This is an optimization exercise on Yosys and OpenROAD, whose aim is small area, a short achievable clock period and few clock cycles, not a production implementation.
RTL that was checked went through simulation tests only; none was proved equivalent to the original.
Power figures rest on the tool's default switching activity, not on a simulated workload.

== job 2551 ==
==> flow/design.v <==
module lif_update_unit #(
  parameter int unsigned LANES      = 16,
  parameter int unsigned DW         = 32,
  parameter int unsigned AW         = 5,
  parameter int unsigned LEAK_SHIFT = 4
) (
  input  logic                clk,
  input  logic                rst,
  input  logic                start,
  input  logic [AW-1:0]       base_addr,
  input  logic [LANES*DW-1:0] cur_in,
  input  logic [LANES*DW-1:0] vol_in,
  input  logic [DW-1:0]       vt_in,
  input  logic                stall,
  output logic                busy,
  output logic                done,
  output logic                wb_we,
  output logic [AW-1:0]       wb_wa,
  output logic [DW-1:0]       wb_wd,
  output logic [LANES-1:0]    spike_out,
  output logic [4:0]          spike_cnt
);
  logic [LANES*DW-1:0] snap_v, snap_c;
  logic [DW-1:0]       vt_r;
  logic [AW-1:0]       base_r;
  logic                pend;           
  logic [LANES-1:0]    sel;            
  logic                val1, first1, last1;
  logic [DW-1:0]       v1, c1;
  logic                val2, first2, last2;
  logic [DW:0]         s2;
  logic [DW-1:0]       t2;
  logic                full, last_o;
  logic [DW-1:0] v_s, c_s;
  always_comb begin
    v_s = '0;
    c_s = '0;
    for (int i = 0; i < LANES; i++) begin
      v_s = v_s | ({DW{sel[i]}} & snap_v[DW*i +: DW]);
      c_s = c_s | ({DW{sel[i]}} & snap_c[DW*i +: DW]);
    end
  end
  logic [DW:0] xa, xb, xc, sum1, car1, s_1;
  always_comb begin
    xa   = {v1[DW-1], v1};
    xb   = ~{{(LEAK_SHIFT+1){v1[DW-1]}}, v1[DW-1:LEAK_SHIFT]};
    xc   = {c1[DW-1], c1};
    sum1 = xa ^ xb ^ xc;
    car1 = {((xa[DW-1:0] & xb[DW-1:0]) | (xa[DW-1:0] & xc[DW-1:0]) |
             (xb[DW-1:0] & xc[DW-1:0])), 1'b1};
    s_1  = sum1 + car1;
  end
  logic          fire2, negovf;
  logic [DW-1:0] wd2;
  always_comb begin
    fire2  = ($signed(s2) >= $signed({t2[DW-1], t2})) |
             (t2 == {1'b1, {(DW-1){1'b0}}});
    negovf = s2[DW] & ~s2[DW-1];
    wd2 = fire2 ? '0 : (negovf ? {1'b1, {(DW-1){1'b0}}} : s2[DW-1:0]);
  end
  logic adv, rd, acc;
  logic pend_n, full_n, we_n, last_o_n;
  logic [LANES-1:0] sel_n;
  always_comb begin
    acc    = start & ~busy;
    adv    = ~full | wb_we;
    rd     = adv & pend;
    pend_n = acc ? 1'b1 : ((rd && sel[LANES-1]) ? 1'b0 : pend);
    sel_n  = acc ? LANES'(1) : (rd ? {sel[LANES-2:0], sel[LANES-1]} : sel);
    full_n = adv ? val2 : full;
    last_o_n = (adv && val2) ? last2 : last_o;
    we_n   = full_n & ~stall;
  end
  always_ff @(posedge clk) begin
    if (~busy) begin
      snap_v <= vol_in;
      snap_c <= cur_in;
      vt_r   <= vt_in;
      base_r <= base_addr;
    end
    if (adv) begin
      v1     <= v_s;
      c1     <= c_s;
      first1 <= sel[0];
      last1  <= sel[LANES-1];
      s2     <= s_1;
      if (first1) t2 <= vt_r;
      first2 <= first1;
      last2  <= last1;
      if (val2) begin
        wb_wd <= wd2;
        wb_wa <= first2 ? base_r : wb_wa + 1'b1;
      end
    end
    last_o <= last_o_n;
    sel    <= sel_n;
  end
  always_ff @(posedge clk) begin
    if (rst) begin
      pend      <= 1'b0;
      val1      <= 1'b0;
      val2      <= 1'b0;
      full      <= 1'b0;
      wb_we     <= 1'b0;
      done      <= 1'b0;
      busy      <= 1'b0;
      spike_out <= '0;
      spike_cnt <= '0;
    end else begin
      pend <= pend_n;
      if (adv) begin
        val1 <= pend;
        val2 <= val1;
        if (val2) begin
          spike_out <= {fire2, spike_out[LANES-1:1]};
          spike_cnt <= (first2 ? 5'd0 : spike_cnt) + {4'd0, fire2};
        end
      end
      full  <= full_n;
      wb_we <= we_n;
      done  <= we_n & last_o_n;
      busy  <= pend_n & ~(sel_n[LANES-1] & (~full_n | we_n));
    end
  end
endmodule
clock: 10.0 ns
lec_check: 0
cap_margin: 20
core_margin: 2
core_utilization: 40
slew_margin: 20
standard.sh (not shown) runs the stock make flow with config.mk's settings and CLKGATE_MAP_FILE= SYNTH_SCRIPT=/design/flow/synth_recipe.tcl, a recipe that flattens the netlist after the stock synthesis.
==> flow/flow/run.sh <==
#!/bin/bash
# Standard ORFS layout with smaller input-port buffers, a smaller clock tree
# (no dummy loads, clkbuf_4/8) and a tighter internal repair target (the SDC
# is the standard flow's own, unchanged). Each tool's output is in orfs/logs; make's own
# output is in flow_standard.log.
set -euo pipefail
export BUFFER_PORTS_ARGS="-buffer_cell sky130_fd_sc_hd__buf_1"
export SETUP_SLACK_MARGIN=6.8
export ABC_CLOCK_PERIOD_IN_PS=3300
export CTS_ARGS="-sink_clustering_enable -repair_clock_nets -dont_use_dummy_load -root_buf sky130_fd_sc_hd__clkbuf_16 -buf_list {sky130_fd_sc_hd__clkbuf_4 sky130_fd_sc_hd__clkbuf_8}"
bash standard.sh > flow_standard.log 2>&1
Job 2551 ended with every stage complete and zero timing, DRC or antenna violations.
Testbench counts of job 2551, summed over its fixed seeds: cycles 19,232.
The following lists how job 5743 was set up differently from job 2551:
-- flow/design.v --
<<< job 2551, line 27
  logic [LANES-1:0]    sel;            
  logic                val1, first1, last1;
  logic [DW-1:0]       v1, c1;
  logic                val2, first2, last2;
  logic [DW:0]         s2;
  logic [DW-1:0]       t2;
  logic                full, last_o;
  logic [DW-1:0] v_s, c_s;
>>> job 5743, line 27
  logic [LANES-1:0]    sel;            
  logic                val1, first1, last1;
  logic [DW-1:0]       v1, c1, t1;
  logic                val2, first2, last2, tmin2;
  logic [DW-1:0]       vl2, c2;
  logic [DW:0]         ct2;
  logic                full, last_o;
  logic [DW-1:0] v_s, c_s;
<<< job 2551, line 41
    end
  end
  logic [DW:0] xa, xb, xc, sum1, car1, s_1;
  always_comb begin
    xa   = {v1[DW-1], v1};
    xb   = ~{{(LEAK_SHIFT+1){v1[DW-1]}}, v1[DW-1:LEAK_SHIFT]};
    xc   = {c1[DW-1], c1};
    sum1 = xa ^ xb ^ xc;
    car1 = {((xa[DW-1:0] & xb[DW-1:0]) | (xa[DW-1:0] & xc[DW-1:0]) |
             (xb[DW-1:0] & xc[DW-1:0])), 1'b1};
    s_1  = sum1 + car1;
  end
  logic          fire2, negovf;
  logic [DW-1:0] wd2;
  always_comb begin
    fire2  = ($signed(s2) >= $signed({t2[DW-1], t2})) |
             (t2 == {1'b1, {(DW-1){1'b0}}});
    negovf = s2[DW] & ~s2[DW-1];
    wd2 = fire2 ? '0 : (negovf ? {1'b1, {(DW-1){1'b0}}} : s2[DW-1:0]);
  end
  logic adv, rd, acc;
>>> job 5743, line 41
    end
  end
  logic [DW-1:0] vl_1;
  logic [DW:0]   ct_1;
  always_comb begin
    vl_1 = v1 - {{LEAK_SHIFT{v1[DW-1]}}, v1[DW-1:LEAK_SHIFT]};
    ct_1 = {c1[DW-1], c1} - {t1[DW-1], t1};
  end
  logic [DW:0]   s_x;
  logic [DW+1:0] d_x;
  logic          fire2, negovf;
  logic [DW-1:0] wd2;
  always_comb begin
    s_x = {vl2[DW-1], vl2} + {c2[DW-1], c2};
    d_x = {{2{vl2[DW-1]}}, vl2} + {ct2[DW], ct2};
    fire2  = ~d_x[DW+1] | tmin2;
    negovf = s_x[DW] & ~s_x[DW-1];
    wd2 = fire2 ? '0 : (negovf ? {1'b1, {(DW-1){1'b0}}} : s_x[DW-1:0]);
  end
  logic adv, rd, acc;
<<< job 2551, line 82
      v1     <= v_s;
      c1     <= c_s;
      first1 <= sel[0];
      last1  <= sel[LANES-1];
      s2     <= s_1;
      if (first1) t2 <= vt_r;
      first2 <= first1;
      last2  <= last1;
>>> job 5743, line 81
      v1     <= v_s;
      c1     <= c_s;
      t1     <= vt_r;
      first1 <= sel[0];
      last1  <= sel[LANES-1];
      vl2    <= vl_1;
      c2     <= c1;
      ct2    <= ct_1;
      tmin2  <= (t1 == {1'b1, {(DW-1){1'b0}}});
      first2 <= first1;
      last2  <= last1;
Notes after the runs:
The final layout from job 5743, which completed every stage, passed the timing, DRC and antenna checks at the end of the flow.
Job 5743 against job 2551: register cell area after layout now sits higher; count of non-filler cells in the finished layout now sits higher; worst stage delay on the critical path now sits lower.
Relative to job 2551, synthesis-to-layout area growth has gone down in job 5743.
The final reports for job 5743 and job 2551 show initial antenna violation count higher in the former.
Post-route clock period utilization came out lower on job 5743 than on job 2551.
The HPWL reported at the end of detailed placement number comes out lower for job 2551 vs job 5743.
Against job 2551 as the reference, job 5743 delivers a lower clock network power share.
Between job 5743 and job 2551, it is job 5743 whose global-route total usage across every layer is higher, by 0.94 points.
Final cell area excluding filler cells, job 5743 vs job 2551: up by a little under 10%
Job 5743 drops more vias than job 2551.
Sort job 2551 and job 5743 by power desc -> top: job 5743
Testbench counts of job 5743, summed over its fixed seeds: cycles 19,232.

---

lif_update_unit, a different RTL version from the one above (not shown whole).
Size: roughly 1200 flip-flops.
==> module lif_update_unit, before the edit <==
module lif_update_unit #(
  parameter int unsigned LANES      = 16,
  parameter int unsigned DW         = 32,
  parameter int unsigned AW         = 5,
  parameter int unsigned LEAK_SHIFT = 4
) (
  input  logic                clk,
  input  logic                rst,
  input  logic                start,
  input  logic [AW-1:0]       base_addr,
  input  logic [LANES*DW-1:0] cur_in,
  input  logic [LANES*DW-1:0] vol_in,
  input  logic [DW-1:0]       vt_in,
  input  logic                stall,
  output logic                busy,
  output logic                done,
  output logic                wb_we,
  output logic [AW-1:0]       wb_wa,
  output logic [DW-1:0]       wb_wd,
  output logic [LANES-1:0]    spike_out,
  output logic [4:0]          spike_cnt
);
  logic [LANES*DW-1:0] snap_v, snap_c;
  logic [DW-1:0]       vt_r;
  logic [AW-1:0]       base_r;
  logic                pend;           
  logic [LANES-1:0]    sel;            
  logic                val1, first1, last1, tmin1;
  logic [DW-1:0]       vl1, c1;
  logic [DW:0]         ct1;
  logic                full, last_o;
  logic [DW-1:0] v_s, c_s, vl_s;
  logic [DW:0]   ct_s;
  always_comb begin
    v_s = '0;
    c_s = '0;
    for (int i = 0; i < LANES; i++) begin
      v_s = v_s | ({DW{sel[i]}} & snap_v[DW*i +: DW]);
      c_s = c_s | ({DW{sel[i]}} & snap_c[DW*i +: DW]);
    end
    vl_s = v_s - {{LEAK_SHIFT{v_s[DW-1]}}, v_s[DW-1:LEAK_SHIFT]};
    ct_s = {c_s[DW-1], c_s} - {vt_r[DW-1], vt_r};
  end
  logic [DW:0]   s_x;
  logic [DW+1:0] d_x;
  logic          fire1, negovf;
  logic [DW-1:0] wd1;
  always_comb begin
    s_x = {vl1[DW-1], vl1} + {c1[DW-1], c1};
    d_x = {{2{vl1[DW-1]}}, vl1} + {ct1[DW], ct1};
    fire1  = ~d_x[DW+1] | tmin1;
    negovf = s_x[DW] & ~s_x[DW-1];
    wd1 = fire1 ? '0 : (negovf ? {1'b1, {(DW-1){1'b0}}} : s_x[DW-1:0]);
  end
  logic adv, rd, acc;
  logic pend_n, full_n, we_n, last_o_n;
  logic [LANES-1:0] sel_n;
  always_comb begin
    acc    = start & ~busy;
    adv    = ~full | wb_we;
    rd     = adv & pend;
    pend_n = acc ? 1'b1 : ((rd && sel[LANES-1]) ? 1'b0 : pend);
    sel_n  = acc ? LANES'(1) : (rd ? {sel[LANES-2:0], sel[LANES-1]} : sel);
    full_n = adv ? val1 : full;
    last_o_n = (adv && val1) ? last1 : last_o;
    we_n   = full_n & ~stall;
  end
  always_ff @(posedge clk) begin
    if (~busy) begin
      snap_v <= vol_in;
      snap_c <= cur_in;
      vt_r   <= vt_in;
      base_r <= base_addr;
    end
    if (adv) begin
      vl1    <= vl_s;
      c1     <= c_s;
      ct1    <= ct_s;
      tmin1  <= (vt_r == {1'b1, {(DW-1){1'b0}}});
      first1 <= sel[0];
      last1  <= sel[LANES-1];
      if (val1) begin
        wb_wd <= wd1;
        wb_wa <= first1 ? base_r : wb_wa + 1'b1;
      end
    end
    last_o <= last_o_n;
    sel    <= sel_n;
  end
  always_ff @(posedge clk) begin
    if (rst) begin
      pend      <= 1'b0;
      val1      <= 1'b0;
      full      <= 1'b0;
      wb_we     <= 1'b0;
      done      <= 1'b0;
      busy      <= 1'b0;
      spike_out <= '0;
      spike_cnt <= '0;
    end else begin
      pend <= pend_n;
      if (adv) begin
        val1 <= pend;
        if (val1) begin
          spike_out <= {fire1, spike_out[LANES-1:1]};
          spike_cnt <= (first1 ? 5'd0 : spike_cnt) + {4'd0, fire1};
        end
      end
      full  <= full_n;
      wb_we <= we_n;
      done  <= we_n & last_o_n;
      busy  <= pend_n & ~(sel_n[LANES-1] & (~full_n | we_n));
    end
  end
endmodule
clock: 10.0 ns
lec_check: 0
cap_margin: 20
core_margin: 2
core_utilization: 40
slew_margin: 20
==> flow/flow/run.sh <==
#!/bin/bash
# Standard ORFS layout with smaller input-port buffers and a tighter internal
# repair target (the SDC is the standard flow's own, unchanged).
set -euo pipefail
export BUFFER_PORTS_ARGS="-buffer_cell sky130_fd_sc_hd__buf_1"
export SETUP_SLACK_MARGIN=6.8
export ABC_CLOCK_PERIOD_IN_PS=3300
bash standard.sh > flow_standard.log 2>&1
Change:
--- a/flow/design.v
+++ b/flow/design.v
@@ -25,12 +25,13 @@
   logic [AW-1:0]       base_r;
   logic                pend;           
   logic [LANES-1:0]    sel;            
-  logic                val1, first1, last1, tmin1;
-  logic [DW-1:0]       vl1, c1;
-  logic [DW:0]         ct1;
+  logic                val1, first1, last1;
+  logic [DW-1:0]       v1, c1, t1;
+  logic                val2, first2, last2, tmin2;
+  logic [DW-1:0]       vl2, c2;
+  logic [DW:0]         ct2;
   logic                full, last_o;
-  logic [DW-1:0] v_s, c_s, vl_s;
-  logic [DW:0]   ct_s;
+  logic [DW-1:0] v_s, c_s;
   always_comb begin
     v_s = '0;
     c_s = '0;
@@ -38,19 +39,23 @@
       v_s = v_s | ({DW{sel[i]}} & snap_v[DW*i +: DW]);
       c_s = c_s | ({DW{sel[i]}} & snap_c[DW*i +: DW]);
     end
-    vl_s = v_s - {{LEAK_SHIFT{v_s[DW-1]}}, v_s[DW-1:LEAK_SHIFT]};
-    ct_s = {c_s[DW-1], c_s} - {vt_r[DW-1], vt_r};
+  end
+  logic [DW-1:0] vl_1;
+  logic [DW:0]   ct_1;
+  always_comb begin
+    vl_1 = v1 - {{LEAK_SHIFT{v1[DW-1]}}, v1[DW-1:LEAK_SHIFT]};
+    ct_1 = {c1[DW-1], c1} - {t1[DW-1], t1};
   end
   logic [DW:0]   s_x;
   logic [DW+1:0] d_x;
-  logic          fire1, negovf;
-  logic [DW-1:0] wd1;
+  logic          fire2, negovf;
+  logic [DW-1:0] wd2;
   always_comb begin
-    s_x = {vl1[DW-1], vl1} + {c1[DW-1], c1};
-    d_x = {{2{vl1[DW-1]}}, vl1} + {ct1[DW], ct1};
-    fire1  = ~d_x[DW+1] | tmin1;
+    s_x = {vl2[DW-1], vl2} + {c2[DW-1], c2};
+    d_x = {{2{vl2[DW-1]}}, vl2} + {ct2[DW], ct2};
+    fire2  = ~d_x[DW+1] | tmin2;
     negovf = s_x[DW] & ~s_x[DW-1];
-    wd1 = fire1 ? '0 : (negovf ? {1'b1, {(DW-1){1'b0}}} : s_x[DW-1:0]);
+    wd2 = fire2 ? '0 : (negovf ? {1'b1, {(DW-1){1'b0}}} : s_x[DW-1:0]);
   end
   logic adv, rd, acc;
   logic pend_n, full_n, we_n, last_o_n;
@@ -61,8 +66,8 @@
     rd     = adv & pend;
     pend_n = acc ? 1'b1 : ((rd && sel[LANES-1]) ? 1'b0 : pend);
     sel_n  = acc ? LANES'(1) : (rd ? {sel[LANES-2:0], sel[LANES-1]} : sel);
-    full_n = adv ? val1 : full;
-    last_o_n = (adv && val1) ? last1 : last_o;
+    full_n = adv ? val2 : full;
+    last_o_n = (adv && val2) ? last2 : last_o;
     we_n   = full_n & ~stall;
   end
   always_ff @(posedge clk) begin
@@ -73,15 +78,20 @@
       base_r <= base_addr;
     end
     if (adv) begin
-      vl1    <= vl_s;
+      v1     <= v_s;
       c1     <= c_s;
-      ct1    <= ct_s;
-      tmin1  <= (vt_r == {1'b1, {(DW-1){1'b0}}});
+      t1     <= vt_r;
       first1 <= sel[0];
       last1  <= sel[LANES-1];
-      if (val1) begin
-        wb_wd <= wd1;
-        wb_wa <= first1 ? base_r : wb_wa + 1'b1;
+      vl2    <= vl_1;
+      c2     <= c1;
+      ct2    <= ct_1;
+      tmin2  <= (t1 == {1'b1, {(DW-1){1'b0}}});
+      first2 <= first1;
+      last2  <= last1;
+      if (val2) begin
+        wb_wd <= wd2;
+        wb_wa <= first2 ? base_r : wb_wa + 1'b1;
       end
     end
     last_o <= last_o_n;
@@ -91,6 +101,7 @@
     if (rst) begin
       pend      <= 1'b0;
       val1      <= 1'b0;
+      val2      <= 1'b0;
       full      <= 1'b0;
       wb_we     <= 1'b0;
       done      <= 1'b0;
@@ -101,9 +112,10 @@
       pend <= pend_n;
       if (adv) begin
         val1 <= pend;
-        if (val1) begin
-          spike_out <= {fire1, spike_out[LANES-1:1]};
-          spike_cnt <= (first1 ? 5'd0 : spike_cnt) + {4'd0, fire1};
+        val2 <= val1;
+        if (val2) begin
+          spike_out <= {fire2, spike_out[LANES-1:1]};
+          spike_cnt <= (first2 ? 5'd0 : spike_cnt) + {4'd0, fire2};
         end
       end
       full  <= full_n;
What happened: Sequential power went up by a little under a tenth; total power went down slightly; first-iteration DRC count went down by about a fifth; worst hold slack got worse by 27 ps; routed wire length went down by a few percent; maximum frequency went up by about a fifth; clock skew went down by 28 ps; sequential cell count went up by 99; die area went up by a few percent; combinational power went down by a quarter to a third; register-to-register slack improved by 630 ps; area after synthesis went up by a few percent; utilization went down by 4.4 points.
Testbench counts after the change, summed over its fixed seeds: cycles 19,232.
The RTL of the first run of this note was laid out without a check of its function.

==> afterwards: timing with drivers on the ports <==
The flow's constraints put no driver on any port. The routed layouts listed below were extracted and timed again, unchanged, in two steps. Step 1, drivers: a clkbuf_16 drives clk and a buf_2 each remaining input, both assumed. Step 2 adds t to the input delays and takes it off the output delays; t is the mean of the earliest and latest rising clock arrival at the registers after step 1. Input paths then give back, and output paths get back, about the clock's delay inside the block. a / b / c = ideal ports / drivers / drivers and shift; a / b = the first two.
| run | t, ns | setup slack, ns | hold WS [ns] | latest minus earliest clock arrival (ns) | worst slew at a driven data input, ns |
|---|---|---|---|---|---|
| job 2551 | 0.810 | 6.613 / 6.545 / 6.702 | 0.412 / 0.412 / 0.412 | 0.109 / 0.109 | 0.34 |
| job 5743 | 0.819 | 6.657 / 6.577 / 6.741 | 0.405 / 0.405 / 0.405 | 0.126 / 0.126 | 0.35 |
| the first run of note 2 | 0.842 | 6.142 / 6.142 / 6.142 | 0.439 / 0.439 / 0.439 | 0.060 / 0.060 | 0.33 |
| the second run of note 2 | 0.856 | 6.624 / 6.542 / 6.748 | 0.412 / 0.412 / 0.412 | 0.030 / 0.030 | 0.33 |
After both steps setup and hold are still met in every run listed.
